From an optimization exercise on the open Yosys and OpenROAD flow, aimed at small area; shortcuts taken in it are not production practice. Function was checked by simulation only, so behaviour that the tests miss may differ from the original.

Setup of run P:
## pooling_unit
module pooling_unit #(
  parameter  int IL       = 4,
  parameter  int FL       = 16,
  parameter  int CHANNELS = 4,
  parameter  int MAX_LEN  = 16,
  localparam int LEN_W    = $clog2(MAX_LEN + 1),
  localparam int DW       = IL + FL
) (
  input  logic                   clk,
  input  logic                   rst,
  input  logic                   start,
  input  logic                   mode,
  input  logic [LEN_W-1:0]       len_cfg,
  input  logic [CHANNELS*DW-1:0] in_data,
  input  logic                   in_valid,
  output logic                   in_ready,
  output logic [CHANNELS*DW-1:0] out_data,
  output logic                   out_valid,
  input  logic                   out_ready,
  output logic                   busy
);
Size in the first run: ~750 cells after synthesis, ~170 I/O pins, about 8100 sq um of cells after synthesis.
==> flow/config.mk <==
export PLATFORM = sky130hd
export DESIGN_NAME = pooling_unit
export DESIGN_NICKNAME = pooling_unit
export VERILOG_FILES = /design/flow/design.v
export SDC_FILE = /design/flow/constraint.sdc
export NUM_CORES = 4
export LEC_CHECK = 0
export CAP_MARGIN = 20
export CORE_MARGIN = 2
export CORE_UTILIZATION = 40
export CTS_BUF_LIST = sky130_fd_sc_hd__clkbuf_8
export CTS_CLUSTER_SIZE = 40
export SLEW_MARGIN = 20
export SYNTH_HIERARCHICAL = 1
export SYNTH_MINIMUM_KEEP_SIZE = 0
==> flow/constraint.sdc <==
create_clock -name core_clock -period 6.0 [get_ports {clk}]
set_input_delay 1.2000 -clock core_clock [delete_from_list [all_inputs] [get_ports {clk}]]
set_output_delay 1.2000 -clock core_clock [all_outputs]
set_load 0.01 [all_outputs]
standard.sh (not shown) runs the stock make flow with config.mk's settings and CLKGATE_MAP_FILE= SYNTH_SCRIPT=/design/flow/synth_recipe.tcl, a recipe that flattens the netlist after the stock synthesis.
==> flow/flow/run.sh <==
#!/bin/bash
# Layout flow: the standard ORFS flow (standard.sh, unchanged synthesis
# and steps), with two settings of ORFS's own scripts:
#  * the port buffers that global placement inserts are the smallest buffer
#    cell, sky130_fd_sc_hd__buf_1, instead of the default pick (every input
#    and output port still gets its buffer);
#  * floorplan removes the synthesis buffers (REMOVE_ABC_BUFFERS=1) instead
#    of resizing gates against the unplaced, unbuffered netlist; placement
#    and the later repair steps buffer and size the design as usual.
set -o pipefail
export BUFFER_PORTS_ARGS="-buffer_cell sky130_fd_sc_hd__buf_1"
export REMOVE_ABC_BUFFERS=1
bash standard.sh > standard.log 2>&1
The inputs of run Y differ from those of run P as listed below.
--- a/flow/design.v
+++ b/flow/design.v
@@ -15,20 +15,18 @@
   input  logic       tap_a,     
   output logic       out_a,     
   output logic       inc_b      
 );
   logic [3:0] rem_q, rem_in, rem_d;
   logic [4:0] t, p_q;
-  logic [5:0] diff;
   logic       qa, q19_q;
   always_comb begin
     rem_in = (j == 5'd0) ? 4'd0 : rem_q;
     t      = {rem_in, tap_a};
-    diff   = {1'b0, t} - {1'b0, len};
-    qa     = !diff[5];
-    rem_d  = qa ? diff[3:0] : t[3:0];
+    qa     = (t >= len);
+    rem_d  = qa ? 4'(t - len) : t[3:0];
     out_a  = div_a ? qa : tap_a;
     inc_b  = !q19_q && (rem_q != 4'd0) && (j >= p_q);
   end
   always_ff @(posedge clk) begin
     if (div_a) begin
       rem_q <= rem_d;
@@ -83,18 +81,12 @@
 endmodule
 module pool_nor2 (
   input  logic a, b,
   output logic y
 );
   assign y = ~(a | b);
-endmodule
-module pool_xor2 (
-  input  logic a, b,
-  output logic y
-);
-  assign y = a ^ b;
 endmodule
 module pooling_unit #(
   parameter  int IL       = 4,
   parameter  int FL       = 16,
   parameter  int CHANNELS = 4,
   parameter  int MAX_LEN  = 16,
@@ -157,13 +149,13 @@
   for (genvar g = 0; g < 4; g++) begin : g_lane
     localparam int IN_LANE = (g + 1) % 4;
     logic [DW-1:0]    x;           
     logic [DW-1:0]    u;           
     logic [DW:0]      cy;
     logic [AW-1:0]    sum;
-    logic [AW-1:DW]   cu;
+    logic [AW:DW]     cu;
     logic [AW-1:0]    prev, d, y;
     logic             cl, ch, eq_h, take, ns_u, s_hold_lo, s_hold_hi;
     assign x = in_data[IN_LANE*DW +: DW];
     assign u[CW-1:0] = x[CW-1:0];
     for (genvar b = CW; b < DW - 1; b++) begin : g_gate
       pool_and2 u_and (.a(x[b]), .b(!flush), .y(u[b]));
@@ -179,16 +171,15 @@
       end else begin : g_fa
         pool_fa u_fa (.a(p_q[g][b]), .b(u[b]), .c(cy[b]), .s(sum[b]), .co(cy[b+1]));
       end
     end
     assign ch = cy[DW];
     assign cu[DW] = ch;
-    for (genvar b = DW; b < AW - 1; b++) begin : g_inc
+    for (genvar b = DW; b < AW; b++) begin : g_inc
       pool_ha u_ha (.a(p_q[g][b]), .b(cu[b]), .s(sum[b]), .co(cu[b+1]));
     end
-    pool_xor2 u_x23 (.a(p_q[g][AW-1]), .b(cu[AW-1]), .y(sum[AW-1]));
     assign eq_h = &sum[DW-1:CW];
     assign take = first || ch || (eq_h && cl);
     assign s_u[g]    = beat && mode_q && take;
     assign ns_u      = !s_u[g];
     assign s_hold_lo = !clr && !shift && !s_sum_lo && !s_u[g];
     assign s_hold_hi = !clr && !shift && !s_sum_hi && !s_u[g];
Notes after the runs:
For highest achievable clock rate, run P and run Y come out practically identical. Total number of multi-input combinational cells of run Y exceeds that of run P by a few percent. Signed area change from the synthesized netlist to the final layout in run Y is 0.17 points above run P. Wire length of the first global-routing pass: run Y < run P. [compare] base=run P new=run Y: met2 layer wire length in the routed design now sits higher; half-perimeter wire length of the detailed placement result now sits at about the same level. Total length of routed met3 wires (lower): run Y. On share of synthesized area spent on multiplexers: run Y sits below run P.

## separate check: timing with driven ports
The results above use ideal ports. As a check the final layouts listed here were re-extracted and re-timed, cells and wires unchanged.
Step 1: set_driving_cell puts a clkbuf_16 on clk and a buf_2 on each other input, an assumption about the parent block.
Step 2 adds t to the input delays and takes it off the output delays; t is the mean of the earliest and latest rising clock arrival at the registers after step 1. Input paths then give back, and output paths get back, about the clock's delay inside the block.
Three values: no drivers, after step 1, after step 2; two values: the first two.
run	t (ns)	setup slack, ns	worst setup path at the end	clock arrival spread, ns	cell pins on the clock port's net
run P	0.471	0.117 / 0.130 / -0.340	input to register	0.019 / 0.019	1
run Y	0.472	0.127 / 0.138 / -0.334	input to register	0.011 / 0.012	1
With both steps, setup timing fails in run P and run Y, where it was met with ideal ports. For run Y, which loses most, drivers alone change the setup slack by +0.011 ns; drivers and shift together by -0.461 ns.
